Context: an optimization exercise on an open-source flow, tuned for a short achievable clock period and few clock cycles per item. The choices shown serve that exercise and are no tape-out recipe.
Only simulation tests tie the RTL to the original design; equivalence was not proved.
Power figures rest on the tool's default switching activity, not on a simulated workload.

==> design/flow/design.v <==
package rx_cap_pkg;
  typedef enum logic [1:0] {
    IDLE,
    ARM,
    BURST,
    FLUSH
  } state_t;
  localparam int CNT_W = 16;
  function automatic logic [CNT_W-1:0] sat_inc(
    input logic [CNT_W-1:0] v
  );
    sat_inc = (&v) ? v : v + 1'b1;
  endfunction
endpackage
module rx_cap_fifo #(
  parameter int DEPTH = 16,
  parameter int WIDTH = 32
) (
  input  logic             clk,
  input  logic             rst_n,
  input  logic             push,
  input  logic [WIDTH-1:0] wdata,
  input  logic             pop,
  output logic [WIDTH-1:0] rdata
);
  localparam int AW = $clog2(DEPTH);
  logic [WIDTH-1:0] mem [DEPTH];
  logic [AW-1:0]    wp;
  logic [AW-1:0]    rp;
  assign rdata = mem[rp];
  always_ff @(posedge clk) begin
    mem[wp] <= wdata;
  end
  always_ff @(posedge clk or negedge rst_n) begin
    if (!rst_n) begin
      wp <= '0;
      rp <= '0;
    end else begin
      if (push) wp <= wp + 1'b1;
      if (pop)  rp <= rp + 1'b1;
    end
  end
endmodule
module rx_capture_burst_writer #(
  parameter int SAMPLE_W   = 16,
  parameter int CHANNELS   = 2,
  parameter int ADDR_W     = 32,
  parameter int BURST_LEN  = 8,
  parameter int FIFO_DEPTH = 16,
  localparam int DATA_W    = SAMPLE_W * CHANNELS,
  localparam int BC_W      = $clog2(BURST_LEN) + 1
) (
  input  logic              clk_clk,
  input  logic              reset_reset_n,
  input  logic              start,
  input  logic              stop,
  input  logic [ADDR_W-1:0] cfg_base,
  input  logic [ADDR_W-1:0] cfg_words,
  input  logic              in_valid,
  output logic              in_ready,
  input  logic [DATA_W-1:0] in_data,
  output logic [ADDR_W-1:0] avm_address,
  output logic              avm_write,
  output logic [DATA_W-1:0] avm_writedata,
  output logic [BC_W-1:0]   avm_burstcount,
  input  logic              avm_waitrequest,
  output logic              busy,
  output logic [ADDR_W-1:0] wr_ptr,
  output logic [rx_cap_pkg::CNT_W-1:0]  wrap_count,
  output logic              overflow,
  output logic [rx_cap_pkg::CNT_W-1:0]  drop_count
);
  localparam int FW  = $clog2(FIFO_DEPTH) + 1;
  localparam int BSH = $clog2(DATA_W / 8);
  localparam int WA  = ADDR_W - BSH;
  logic              enabled;      
  logic              stop_pend;    
  logic [FW-1:0]     fill;         
  logic [FW-1:0]     unas;         
  logic [BC_W-1:0]   beats_left;   
  logic              cur_last;     
  logic [ADDR_W-1:0] base_q;
  logic [ADDR_W-1:0] words_q;
  logic [ADDR_W-1:0] rem;          
  logic              rem_one;      
  logic [WA-1:0]     waddr;        
  logic [DATA_W-1:0] head;
  logic              start_ev;
  logic              push;
  logic              beat;
  logic              slot;
  logic              have8;
  logic              issue;
  logic              load;
  logic              next_write;
  logic              done;
  logic [BC_W-1:0]   len;
  logic [WA-1:0]     waddr_next;
  assign overflow   = 1'b0;
  assign drop_count = '0;
  assign start_ev   = start & ~busy;
  assign push       = in_valid & in_ready;
  assign beat       = avm_write & ~avm_waitrequest;
  assign slot       = ~avm_write | (beat & cur_last);
  assign have8      = (unas >= FW'(BURST_LEN));
  assign issue      = slot & (have8 | (stop_pend & (unas != '0)));
  assign len        = have8 ? BC_W'(BURST_LEN) : BC_W'(unas);
  assign load       = issue | (beat & ~cur_last);
  assign next_write = issue | (avm_write & ~(beat & cur_last));
  assign done       = stop_pend & (unas == '0) & slot;
  assign waddr_next = rem_one ? base_q[ADDR_W-1:BSH] : waddr + 1'b1;
  rx_cap_fifo #(
    .DEPTH (FIFO_DEPTH),
    .WIDTH (DATA_W)
  ) u_fifo (
    .clk   (clk_clk),
    .rst_n (reset_reset_n),
    .push  (push),
    .wdata (in_data),
    .pop   (load),
    .rdata (head)
  );
  always_ff @(posedge clk_clk or negedge reset_reset_n) begin
    if (!reset_reset_n) begin
      busy           <= 1'b0;
      enabled        <= 1'b0;
      in_ready       <= 1'b0;
      stop_pend      <= 1'b0;
      fill           <= '0;
      unas           <= '0;
      beats_left     <= '0;
      cur_last       <= 1'b0;
      avm_write      <= 1'b0;
      avm_writedata  <= '0;
      avm_address    <= '0;
      avm_burstcount <= '0;
    end else begin
      busy      <= start_ev | (busy & ~done);
      enabled   <= start_ev | (enabled & ~stop);
      in_ready  <= start_ev |
                   (enabled & ~stop & (fill <= FW'(FIFO_DEPTH - 3)));
      stop_pend <= (stop_pend | (stop & busy)) & ~done;
      fill      <= fill + FW'(push) - FW'(load);
      unas      <= unas + FW'(push) - (issue ? FW'(len) : '0);
      avm_write <= next_write;
      if (!next_write)  avm_writedata <= '0;
      else if (load)    avm_writedata <= head;
      if (issue) begin
        avm_burstcount <= len;
        avm_address    <= {(beat ? waddr_next : waddr), base_q[BSH-1:0]};
        beats_left     <= len;
        cur_last       <= (len == BC_W'(1));
      end else if (beat) begin
        beats_left     <= beats_left - 1'b1;
        cur_last       <= (beats_left == BC_W'(2));
      end
    end
  end
  always_ff @(posedge clk_clk) begin
    if (!busy) begin
      base_q  <= cfg_base;
      words_q <= cfg_words;
      rem     <= cfg_words;
      rem_one <= (cfg_words == ADDR_W'(1));
      waddr   <= cfg_base[ADDR_W-1:BSH];
    end else if (beat) begin
      waddr <= waddr_next;
      if (rem_one) begin
        rem     <= words_q;
        rem_one <= (words_q == ADDR_W'(1));
      end else begin
        rem     <= rem - 1'b1;
        rem_one <= (rem == ADDR_W'(2));
      end
    end
  end
  always_ff @(posedge clk_clk or negedge reset_reset_n) begin
    if (!reset_reset_n) begin
      wr_ptr     <= '0;
      wrap_count <= '0;
    end else if (start_ev) begin
      wr_ptr     <= '0;
      wrap_count <= '0;
    end else if (beat) begin
      if (rem_one) begin
        wr_ptr     <= '0;
        wrap_count <= rx_cap_pkg::sat_inc(wrap_count);
      end else begin
        wr_ptr <= wr_ptr + 1'b1;
      end
    end
  end
endmodule
==> design/flow/run.sh <==
#!/bin/bash
# synth_recipe.tcl (not shown) runs the flow's synth.tcl, then flattens the netlist and writes it again
# the make line also repeats each setting of config.mk as NAME=value (left out here)
make -C /OpenROAD-flow-scripts/flow DESIGN_CONFIG=/design/flow/config.mk WORK_HOME=/design/flow/orfs CLKGATE_MAP_FILE= SYNTH_SCRIPT=/design/flow/synth_recipe.tcl finish
==> design/flow/config.mk <==
export PLATFORM = sky130hd
export DESIGN_NAME = rx_capture_burst_writer
export DESIGN_NICKNAME = rx_capture_burst_writer
export VERILOG_FILES = /design/flow/design.v
export SDC_FILE = /design/flow/constraint.sdc
export NUM_CORES = 4
export LEC_CHECK = 0
export CAP_MARGIN = 20
export CORE_MARGIN = 2
export CORE_UTILIZATION = 40
export SLEW_MARGIN = 20
==> design/flow/constraint.sdc <==
create_clock -name core_clock -period 5.5 [get_ports {clk_clk}]
set_input_delay 1.1000 -clock core_clock [delete_from_list [all_inputs] [get_ports {clk_clk}]]
set_output_delay 1.1000 -clock core_clock [all_outputs]
set_load 0.01 [all_outputs]
==> flow_metrics.py, run 1 <==
metrics = {
    "detailed_routing": {
        "vias_per_cell": 5.68,
        "ant_nets": 0,
        "wl_per_cell_um": 24.2,
        "drc": 0,
        "drt_iter0_markers": 1720,
        "first_pass_iters": 5,
        "num_vias": 19112,
        "wirelength_mm": 81.5,
    },
    "setup_path": {
        "cp-start-kind": "flip-flop",
        "worst-path-buf-inv": 2,
        "crit_fanout": 22,
        "r2r_cells": 5,
        "crit_cells": 2,
        "critical_path_required_ps": 4400,
        "critical_path.top_delay_family": "buffers and inverters",
        "arrival_ps": 2340,
        "path_class": "flip-flop to output port",
        "slowest_delay_ps": 710,
        "cp_slowest_cell": "dfrtp_2",
        "crit_chain": "buf_4, clkdlybuf4s50_1",
        "cp-end-kind": "output port",
    },
    "yosys": {
        "ys_top_cells_by_area": "edfxtp_1, dfrtp_1, mux4_2",
        "synth-xor-area-share_pct": 1.42,
        "ys_seq_elements": 783,
        "synth_top_family_by_area": "multiplexers",
        "post-synth-top-area-cell": "edfxtp_1",
        "synthCells": 1992,
        "synth_compound_area_share_pct": 6.19,
        "synth_simple_gate_area_share_pct": 7.37,
        "seq_area_frac_synth_pct": 69.0,
        "syn-cell-area_um2": 32600,
        "synth_edf_count": 609,
        "synth_top_area_share_pct": 56.1,
        "synthAdderAreaFrac_pct": 1.24,
        "synthArstFlopShare_pct": 18.4,
        "synthFlopType": "edfxtp_1",
        "avgSynthCellArea_um2": 16.4,
        "ys_types": 84,
        "ys_warn_count": 2,
        "yosys-mux-area-fraction_pct": 12.7,
    },
    "floorplan": {
        "die_x_um": 289,
        "die-area_um2": 83800,
        "io_pins": 238,
        "die_h_um": 289,
        "rows": 104,
        "initial_core_util_pct": 40.4,
        "core_region_area_um2": 80500,
    },
    "sta": {
        "setup_ws_ps": 2060,
        "tightest_slew_ps": 959,
        "maxSlewHeadroom_pct": 36.1,
        "clock.fmax_mhz": 291,
        "whs_ps": 443,
        "setup_viol": 0,
        "finClkSkew_ps": 20.9,
        "period_share_pct": 62.5,
        "rsz0062_at_grt": "no",
        "slew_violations": 0,
        "hold_viol": 0,
        "setup-tns-final_ps": 0,
        "min_period_ps": 3440,
    },
    "final_layout": {
        "diodes": 0,
        "area_delta_synth_final_pct": 19.4,
        "instances_no_fill": 3365,
        "final_core_util_pct": 48.3,
        "post-route-cell-area_um2": 38900,
        "final.fill_count": 6803,
        "drive_above_1_share_pct": 17.9,
        "nNetsFinal": 2367,
    },
    "placed_design": {
        "dp_hpwl_mm": 47.0,
        "dpl_cell_area_um2": 36000,
        "dpl.cell_count": 3208,
        "place.gp.congestion": 0.816,
        "preCtsSetupSlack_ps": 1670,
        "io_buffers": 220,
    },
    "clock_network": {
        "path_clk_slew_ps": 60,
        "clockRootBuffer": "clkbuf_16",
        "clk_latency_ps": 640,
        "cts_sinks": 783,
        "cts_tree": "built",
        "cts_resized": 0,
        "htreeDepth": 3,
        "hold_buffers": 0,
        "ctsLongestPathBuffers": 3,
        "cts_setup_buffers": 0,
        "cts_made_buffers": 84,
    },
    "grt": {
        "grt_usage_pct": 19.5,
        "grt_max_degree": 64,
        "grt_pass1_vias": 19605,
        "antenna_found_initial": 2,
        "grt_pass1_wl_mm": 123,
        "grt_overflow_total": 0,
    },
    "worst_hold_path": {
        "hold_depth": 2,
        "min_path_type": "flip-flop to flip-flop",
    },
    "power": {
        "leakage_nw": 13.4,
        "power_mw": 20.0,
        "powerDensity_nw_per_um2": 515,
        "max-vdd-ir-drop_mv": 0.412,
    },
    "outcome": {
        "status": "complete, no violations",
    },
    "flow_run": {
        "cap_violations": 0,
    },
}
## state kept, by name, summed over array words and instances (netlist names)
register / flops
avm_write: 1
avm_burstcount: 4
avm_address: 32
base_q: 32
wrap_count: 16
enabled: 1
u_fifo.wp: 4
unas: 5
waddr: 30
beats_left: 4
u_fifo.rp: 4
cur_last: 1
rem_one: 1
busy: 1
in_ready: 1
fill: 5
stop_pend: 1
wr_ptr: 32
u_fifo.mem: 512
words_q: 32
rem: 32
avm_writedata: 32
## cell families (layout without fill, tap and decap cells)
kind of cell / after synthesis / in the layout
multiplexers: 208 / 208
adder cells (fa/ha/maj): 31 / 31
AO/OA/AOI/OAI: 287 / 287
flip-flops: 783 / 783
XOR/XNOR: 53 / 53
buffers and inverters: 157 / 454
other: 1 / 17
AND/OR/NAND/NOR: 472 / 472
## where the power goes
| part | switching (mW) | internal, mW |
|---|---|---|
| Sequential | 0.982 | 7.74 |
| Combinational | 2.69 | 2.81 |
| Clock | 2.36 | 3.42 |
| Total | 6.04 | 14.0 |
## per-layer routing
layer  vias up  wire length [um]  track usage, %
met5         -                21               0
met4         4              1510            5.08
met3       113              4640            2.92
met2       650             40700            33.1
met1      9942             34500            26.3
li1       8403                 -               -
## Yosys cell counts (all sizes together), types with 5 or more instances
library cell	n
a2111oi	5
a21o	15
a21oi	43
a221o	7
a22o	33
a22oi	14
a31oi	9
a41oi	10
and2	22
and3	15
and4	7
buf	45
clkbuf	79
dfrtp	144
dfxtp	30
edfxtp	609
ha	29
inv	32
mux2	34
mux2i	14
mux4	160
nand2	139
nand2b	9
nand3	46
nand4	27
nor2	84
nor3	31
nor4	33
nor4b	5
o21ai	66
o22ai	13
o2bb2ai	7
o31ai	18
or3	23
or4	14
xnor2	33
xor2	20
## area by class of cell
| type | count | area, um^2 | area share, % |
|---|---|---|---|
| sequential | 783 | 22500 | 57.9 |
| clock buffer | 117 | 2380 | 6.12 |
| inverter | 33 | 126 | 0.325 |
| timing repair buffer | 264 | 2550 | 6.55 |
| tap | 1060 | 1330 | 3.41 |
| clock inverter | 40 | 485 | 1.25 |
| multi-input combinational | 1068 | 9520 | 24.5 |
## final timing paths
| kind | from | endpoint | slack [ps] |
|---|---|---|---|
| min in group asynchronous | reset_reset_n | avm_address[19] | 460 |
| worst max register to register | rem[10] | rem[31] | 2410 |
| max in group asynchronous | reset_reset_n | wrap_count[13] | 3840 |
| worst max-delay path | busy | busy | 2060 |
| worst min register to register | base_q[0] | avm_address[0] | 440 |
| worst min-delay path | base_q[0] | avm_address[0] | 440 |
## worst min-delay path, delay by kind of cell (launching register included)
family,cells,cell delay (ps)
simple gates,2,90
flops,1,320
## placed cells by master (no fill, tap or decap), types with 43 or more instances in the layout
master,instances
dfrtp_1,139
nand2_1,139
mux4_2,160
clkdlybuf4s50_1,219
nand3_1,45
edfxtp_1,609
clkbuf_16,86
nor2_1,84
o21ai_0,66
buf_4,43
Testbench counts, summed over its fixed seeds: cycles 19,975, samples 19,015.
==> inputs of run 2 (changes only) <==
--- a/design/flow/config.mk
+++ b/design/flow/config.mk
@@ -6,6 +6,9 @@
 export NUM_CORES = 4
 export LEC_CHECK = 0
+export ABC_CLOCK_PERIOD_IN_PS = 2000
 export CAP_MARGIN = 20
 export CORE_MARGIN = 2
 export CORE_UTILIZATION = 40
+export SETUP_SLACK_MARGIN = 3.6
 export SLEW_MARGIN = 20
+export TNS_END_PERCENT = 100
==> flow_metrics.py, run 2 <==
metrics = {
    "yosys": {
        "ys_warn_count": 2,
        "synthCells": 1992,
        "post-synth-top-area-cell": "edfxtp_1",
        "seq_area_frac_synth_pct": 69.0,
        "ys_top_cells_by_area": "edfxtp_1, dfrtp_1, mux4_2",
        "synthArstFlopShare_pct": 18.4,
        "ys_seq_elements": 783,
        "synth_edf_count": 609,
        "yosysMostFrequentCell": "edfxtp_1",
        "avgSynthCellArea_um2": 16.4,
        "ys_types": 84,
        "synthFlopType": "edfxtp_1",
        "synth_common_cells": "edfxtp_1, mux4_2, dfrtp_1",
        "syn-cell-area_um2": 32600,
        "synth_top_area_share_pct": 56.1,
    },
    "setup_path": {
        "r2r_slack_ps": 3040,
        "path_common_cell": "ha_4",
        "r2r-start": "unas[0]",
        "r2r_cells": 12,
        "critical_path_required_ps": 6030,
        "path_class": "flip-flop to flip-flop",
        "crit_chain": "o31ai_4, and2_4, nand2b_4, buf_12, nor2_4, ha_4, inv_2, ha_4, fa_2, a21o_1, a21oi_2, xnor2_1",
        "cp-start-kind": "flip-flop",
        "cp-end-kind": "flip-flop",
        "cp_slowest_cell": "dfrtp_2",
        "slowest_delay_ps": 420,
        "regToRegEndpoint": "unas[4]",
        "arrival_ps": 2990,
        "crit_fanout": 2,
    },
    "floorplan": {
        "die-area_um2": 83800,
        "rows": 104,
        "core_region_area_um2": 80500,
        "io_pins": 238,
        "die_h_um": 289,
        "die_x_um": 289,
        "initial_core_util_pct": 40.4,
    },
    "detailed_routing": {
        "wl_per_cell_um": 26.0,
        "first_pass_iters": 5,
        "wirelength_mm": 96.6,
        "ant_nets": 0,
        "wl_met1_mm": 37.7,
        "top_layer_used": "met5",
        "dr_wl_met2_mm": 48.4,
        "vias_per_cell": 5.72,
        "drc": 0,
        "met3_length_mm": 7.49,
        "drt_iter0_markers": 1933,
        "num_vias": 21289,
    },
    "sta": {
        "hold_viol": 0,
        "rsz0062_at_grt": "yes",
        "finClkSkew_ps": 44.9,
        "setup_viol": 0,
        "slew_violations": 0,
        "clock.fmax_mhz": 406,
        "tightest_slew_ps": 916,
        "maxSlewHeadroom_pct": 38.9,
        "period_share_pct": 44.8,
        "min_period_ps": 2460,
        "setup-tns-final_ps": 0,
    },
    "placed_design": {
        "io_buffers": 220,
        "dp_hpwl_mm": 47.8,
        "place.gp.congestion": 0.808,
    },
    "power": {
        "max-vdd-ir-drop_mv": 0.316,
        "power_mw": 22.7,
        "leakage_nw": 16.3,
        "powerDensity_nw_per_um2": 510,
    },
    "final_layout": {
        "final.fill_count": 6245,
        "drive_above_1_share_pct": 41.9,
        "largest_reg_flops": 512,
        "layout_common_cells": "edfxtp_1, buf_4, mux4_2",
        "nNetsFinal": 2719,
        "largest_register": "u_fifo.mem",
        "final_common_cell": "edfxtp_1",
        "area_delta_synth_final_pct": 36.5,
    },
    "worst_hold_path": {
        "hold_depth": 1,
        "min_path_type": "flip-flop to flip-flop",
        "whs_endpoint": "in_ready",
        "min_from": "fill[4]",
    },
    "grt": {
        "antenna_found_initial": 6,
        "grt_max_degree": 81,
        "grt_overflow_total": 0,
        "grt_pass1_wl_mm": 136,
        "grt_usage_pct": 22.1,
        "grt_pass1_vias": 21043,
    },
    "clock_network": {
        "ctsLongestPathBuffers": 3,
        "htreeDepth": 3,
        "cts_sinks": 783,
        "path_clk_slew_ps": 60,
        "hold_buffers": 0,
        "clk_latency_ps": 650,
        "cts_tree": "built",
        "cts_made_buffers": 85,
        "clockRootBuffer": "clkbuf_16",
    },
    "flow_run": {
        "cap_violations": 0,
    },
    "outcome": {
        "status": "complete, no violations",
    },
}
[run 2: cell count changes in the layout (fill, tap and decap cells not counted), sizes merged, moves of 3 or more]
| cell | delta |
|---|---|
| buf | +459 |
| clkdlybuf4s50 | -123 |
| clkbuf | +10 |
| bufbuf | +4 |
| bufinv | -3 |
| diode | +3 |
[run 2: logic make-up (layout without fill, tap and decap cells)]
group / count (synthesis) / after routing / synth area share, %
AO/OA/AOI/OAI: 287 / 287 / 6.19
XOR/XNOR: 53 / 53 / 1.42
adder cells (fa/ha/maj): 31 / 31 / 1.24
buffers and inverters: 157 / 802 / 2.07
flip-flops: 783 / 783 / 69.0
multiplexers: 208 / 208 / 12.7
other: 1 / 20 / 0.0115
AND/OR/NAND/NOR: 472 / 476 / 7.37
[run 2: worst max path at each step]
stage / from / end / slack (ps) / cells past startpoint
finish: unas[0] / unas[4] / 3040 / 12
global route: unas[0] / unas[4] / 2940 / 12
CTS: busy / busy / 3080 / 1
detailed placement: avm_waitrequest / unas[4] / 1540 / 13
global placement: avm_waitrequest / unas[4] / 1560 / 13
floorplan: avm_waitrequest / fill[4] / 2550 / 13
[run 2: critical path: cells and delay by family (launching register included)]
| kind | cells | cell delay, ps |
|---|---|---|
| adder cells (fa/ha/maj) | 3 | 790 |
| AO/OA/AOI/OAI | 3 | 570 |
| flip-flops | 1 | 420 |
| AND/OR/NAND/NOR | 3 | 340 |
| buffers and inverters | 2 | 140 |
| XOR/XNOR | 1 | 120 |
[run 2: timing repair]
| action | 4_1_cts | 5_1_grt |
|---|---|---|
| gates cloned | 31 | 6 |
| endpoints found under the setup margin | 638 | 521 |
| pin swaps | 88 | 115 |
| buffers inserted | 206 | 115 |
| resized for setup | 818 | 179 |
[run 2: per-stage QoR]
stage | hold slack [ps] | setup WS [ps] | util (%) | instance area [um^2] | std cells
6_report | 449 | 3040 | 55.2 | 44500 | 3720
5_1_grt | 467 | 2940 | 55.2 | 44500 | 3718
4_1_cts | 456 | 3080 | 52.8 | 42500 | 3596
3_5_place_dp | 448 | 1540 | 45.6 | 36700 | 3201
3_3_place_gp | 459 | 1560 | 45.6 | 36700 | 3201
2_1_floorplan | 415 | 2550 | - | 33800 | 2008
[run 2: area by class of cell]
| cell class | count | area (um^2) | share of cell area [%] |
|---|---|---|---|
| multi-input cells | 1072 | 11200 | 25.3 |
| well taps | 1060 | 1330 | 2.98 |
| diodes | 3 | 7.51 | 0.0169 |
| inverters | 33 | 158 | 0.354 |
| clock inverters | 36 | 405 | 0.911 |
| flip-flops and latches | 783 | 22600 | 50.7 |
| clock buffers | 122 | 2350 | 5.28 |
| repair buffers | 611 | 6440 | 14.5 |
[run 2: metal layers]
metal | vias to the layer above | global-route usage, %
met5 | - | 0
met3 | 193 | 3.84
met2 | 913 | 37.3
met1 | 11048 | 29.0
li1 | 9127 | -
met4 | 8 | 7.46
[run 2: power by group]
group / total (mW) / internal, mW / switching (mW)
logic: 8.39 / 4.48 / 3.91
clock network: 5.63 / 3.23 / 2.40
registers: 8.67 / 7.76 / 0.908
total: 22.7 / 15.5 / 7.22
==> inputs of run 3 (changes only) <==
--- a/design/flow/config.mk
+++ b/design/flow/config.mk
@@ -10,5 +10,5 @@
 export CORE_MARGIN = 2
 export CORE_UTILIZATION = 40
-export SETUP_SLACK_MARGIN = 3.6
+export SETUP_SLACK_MARGIN = 3.2
 export SLEW_MARGIN = 20
 export TNS_END_PERCENT = 100
==> flow_metrics.py, run 3 <==
metrics = {
    "floorplan": {
        "die-area_um2": 83800,
        "rows": 104,
        "initial_core_util_pct": 40.4,
        "core_region_area_um2": 80500,
        "io_pins": 238,
        "die_x_um": 289,
        "die_h_um": 289,
    },
    "setup_path": {
        "regToRegEndpoint": "unas[4]",
        "arrival_ps": 1410,
        "cp-end-kind": "output port",
        "r2r-start": "unas[2]",
        "critical_path_required_ps": 4400,
        "cp-start-kind": "flip-flop",
        "path_class": "flip-flop to output port",
        "crit_fanout": 2,
        "crit_start": "busy",
        "r2r_cells": 12,
        "r2r_slack_ps": 3000,
    },
    "power": {
        "swShare_pct": 30.6,
        "p_int_mw": 14.7,
        "leakage_nw": 14.8,
        "powerDensity_nw_per_um2": 516,
        "combPwrFrac_pct": 31.2,
        "p_switching_mw": 6.48,
        "seq_power_share_pct": 40.8,
        "max-vdd-ir-drop_mv": 0.295,
        "clock_power_share_pct": 28.0,
    },
    "grt": {
        "grt_pass1_vias": 20166,
        "antenna_found_initial": 4,
        "grt_pass1_wl_mm": 127,
        "grt_max_degree": 73,
        "grt_overflow_total": 0,
        "grt_usage_pct": 20.4,
    },
    "clock_network": {
        "clockRootBuffer": "clkbuf_16",
        "cts_tree": "built",
        "path_clk_slew_ps": 60,
        "cts_sinks": 783,
        "cts_made_buffers": 86,
        "ctsLongestPathBuffers": 3,
        "clk_latency_ps": 650,
        "htreeDepth": 3,
        "hold_buffers": 0,
    },
    "yosys": {
        "avgSynthCellArea_um2": 16.4,
        "synth_top_family_by_area": "multiplexers",
        "ys_warn_count": 2,
        "synth_common_cells": "edfxtp_1, mux4_2, dfrtp_1",
        "synth-xor-area-share_pct": 1.42,
        "seq_area_frac_synth_pct": 69.0,
        "synth_simple_gate_area_share_pct": 7.37,
        "ys_types": 84,
        "synth_top_area_share_pct": 56.1,
        "synth_compound_area_share_pct": 6.19,
        "synthArstFlopShare_pct": 18.4,
        "synthAdderAreaFrac_pct": 1.24,
        "synthCells": 1992,
        "syn-cell-area_um2": 32600,
        "ys_seq_elements": 783,
        "yosys-mux-area-fraction_pct": 12.7,
        "ys_top_cells_by_area": "edfxtp_1, dfrtp_1, mux4_2",
        "yosysMostFrequentCell": "edfxtp_1",
        "synth_edf_count": 609,
        "synthFlopType": "edfxtp_1",
        "post-synth-top-area-cell": "edfxtp_1",
    },
    "sta": {
        "maxSlewHeadroom_pct": 40.4,
        "min_period_ps": 2510,
        "finClkSkew_ps": 46.4,
        "rsz0062_at_grt": "yes",
        "setup-tns-final_ps": 0,
        "hold_viol": 0,
        "tightest_slew_ps": 894,
        "period_share_pct": 45.6,
        "slew_violations": 0,
        "setup_viol": 0,
        "clock.fmax_mhz": 398,
    },
    "worst_hold_path": {
        "hold_depth": 2,
        "min_path_type": "flip-flop to flip-flop",
        "min_from": "base_q[0]",
        "whs_endpoint": "avm_address[0]",
    },
    "detailed_routing": {
        "wirelength_mm": 87.3,
        "num_vias": 19963,
        "wl_per_cell_um": 24.6,
        "drt_iter0_markers": 1698,
        "ant_nets": 0,
        "vias_per_cell": 5.62,
        "drc": 0,
        "first_pass_iters": 5,
    },
    "final_layout": {
        "largest_reg_flops": 512,
        "final_common_cell": "edfxtp_1",
        "final_core_util_pct": 51.0,
        "drive_above_1_share_pct": 32.5,
        "final.fill_count": 6636,
        "nNetsFinal": 2549,
        "layout_common_cells": "edfxtp_1, buf_4, mux4_2",
        "area_delta_synth_final_pct": 26.1,
        "largest_register": "u_fifo.mem",
    },
    "placed_design": {
        "dp_hpwl_mm": 46.1,
        "place.gp.congestion": 0.830,
        "io_buffers": 220,
    },
    "outcome": {
        "status": "complete, no violations",
    },
    "flow_run": {
        "cap_violations": 0,
    },
}
[run 3: changes by cell type in the layout (fill, tap and decap cells not counted), moves of 16 or more]
cell	change
buf_6	-66
nor4_4	-16
o21ai_1	-31
buf_12	-23
buf_4	-55
o21ai_0	+37
nor4_1	+19
buf_16	-26
[run 3: power groups by stage]
stage | sequential [mW] | combinational [mW] | clock [mW]
2_1_floorplan | 8.46 | 3.90 | 0
3_3_place_gp | 8.86 | 5.49 | 0
3_5_place_dp | 8.91 | 5.59 | 0
4_1_cts | 8.59 | 6.40 | 6.05
5_1_grt | 8.77 | 7.11 | 6.28
6_report | 8.64 | 6.61 | 5.93
[run 3: layout make-up]
cell class | count | area (um^2) | share of cell area (%)
Antenna cell | 2 | 5.00 | 0.0122
Inverter | 33 | 134 | 0.326
Timing Repair Buffer | 440 | 4030 | 9.81
Clock buffer | 115 | 2400 | 5.85
Clock inverter | 46 | 557 | 1.36
Tap cell | 1060 | 1330 | 3.23
Sequential cell | 783 | 22500 | 54.9
Multi-Input combinational cell | 1072 | 10100 | 24.6
[run 3: through the flow]
step	setup WS (ps)	hold slack, ps	power, mW	std cells	area [um^2]
floorplan	2550	415	12.4	2008	33000
global route	2920	481	22.2	3549	41100
CTS	2950	448	21.0	3488	40300
finish	2990	445	21.2	3551	41100
detailed placement	1510	426	14.5	3205	36200
global placement	1520	439	14.4	3205	36200
[run 3: logic make-up (layout without fill, tap and decap cells)]
| group | after synthesis | after routing |
|---|---|---|
| adder cells (fa/ha/maj) | 31 | 31 |
| other | 1 | 19 |
| buffers and inverters | 157 | 634 |
| XOR/XNOR | 53 | 53 |
| flip-flops | 783 | 783 |
| multiplexers | 208 | 208 |
| AO/OA/AOI/OAI | 287 | 287 |
| AND/OR/NAND/NOR | 472 | 476 |
[run 3: what timing repair did]
| action | CTS | global route |
|---|---|---|
| gates cloned | 8 | 2 |
| buffers inserted | 114 | 59 |
| endpoints found under the setup margin | 357 | 166 |
| gates resized for setup | 619 | 74 |
| pin swaps | 8 | 30 |
[run 3: worst max-delay path by stage]
stage	slack [ps]	cells after the start	endpoint
after CTS	2950	2	busy
final	2990	2	busy
after global routing	2920	12	unas[4]
after floorplan	2550	13	fill[4]
after detailed placement	1510	13	unas[4]
after global placement	1520	13	unas[4]
[run 3: critical path, cell delays in order, from the launching register on]
cell	delay, ps
dfrtp_4	520
buf_12	150
buf_6	110
[run 3: metal layers]
metal / track usage (%) / routed length [um] / vias up
met5: 0 / 38 / -
met4: 5.64 / 2010 / 6
met3: 3.54 / 5330 / 128
met2: 35.1 / 43900 / 673
met1: 26.7 / 36000 / 10374
li1: - / - / 8782

==> afterwards: timing with drivers on the ports <==
No port has a modelled driver above. Below, the same layouts with a new extraction and two added sets of constraints. Step 1 sets driving cells, clkbuf_16 on the clock port and buf_2 on the other inputs (assumed; they add their load-dependent delay and slew). Step 2 adds t to the input delays and takes it off the output delays; t is the mean of the earliest and latest rising clock arrival at the registers after step 1. Input paths then give back, and output paths get back, about the clock's delay inside the block. Three values: no drivers, after step 1, after step 2; two values: the first two.
run | t (ns) | slack for setup (ns) | worst hold slack (ns) | clock arrival spread, ns | worst data-port slew with drivers (ns)
run 1 | 0.691 | 2.060 / 1.993 / 1.565 | 0.443 / 0.432 / 0.443 | 0.028 / 0.027 | 0.12
run 2 | 0.685 | 3.038 / 3.030 / 2.344 | 0.449 / 0.449 / 0.449 | 0.045 / 0.045 | 0.11
run 3 | 0.687 | 2.990 / 2.928 / 2.305 | 0.445 / 0.445 / 0.445 | 0.048 / 0.048 | 0.12
After both steps setup and hold are still met in every run listed. The setup slack of run 2, which loses most, moves by -0.008 ns with the drivers and by -0.694 ns with both steps.
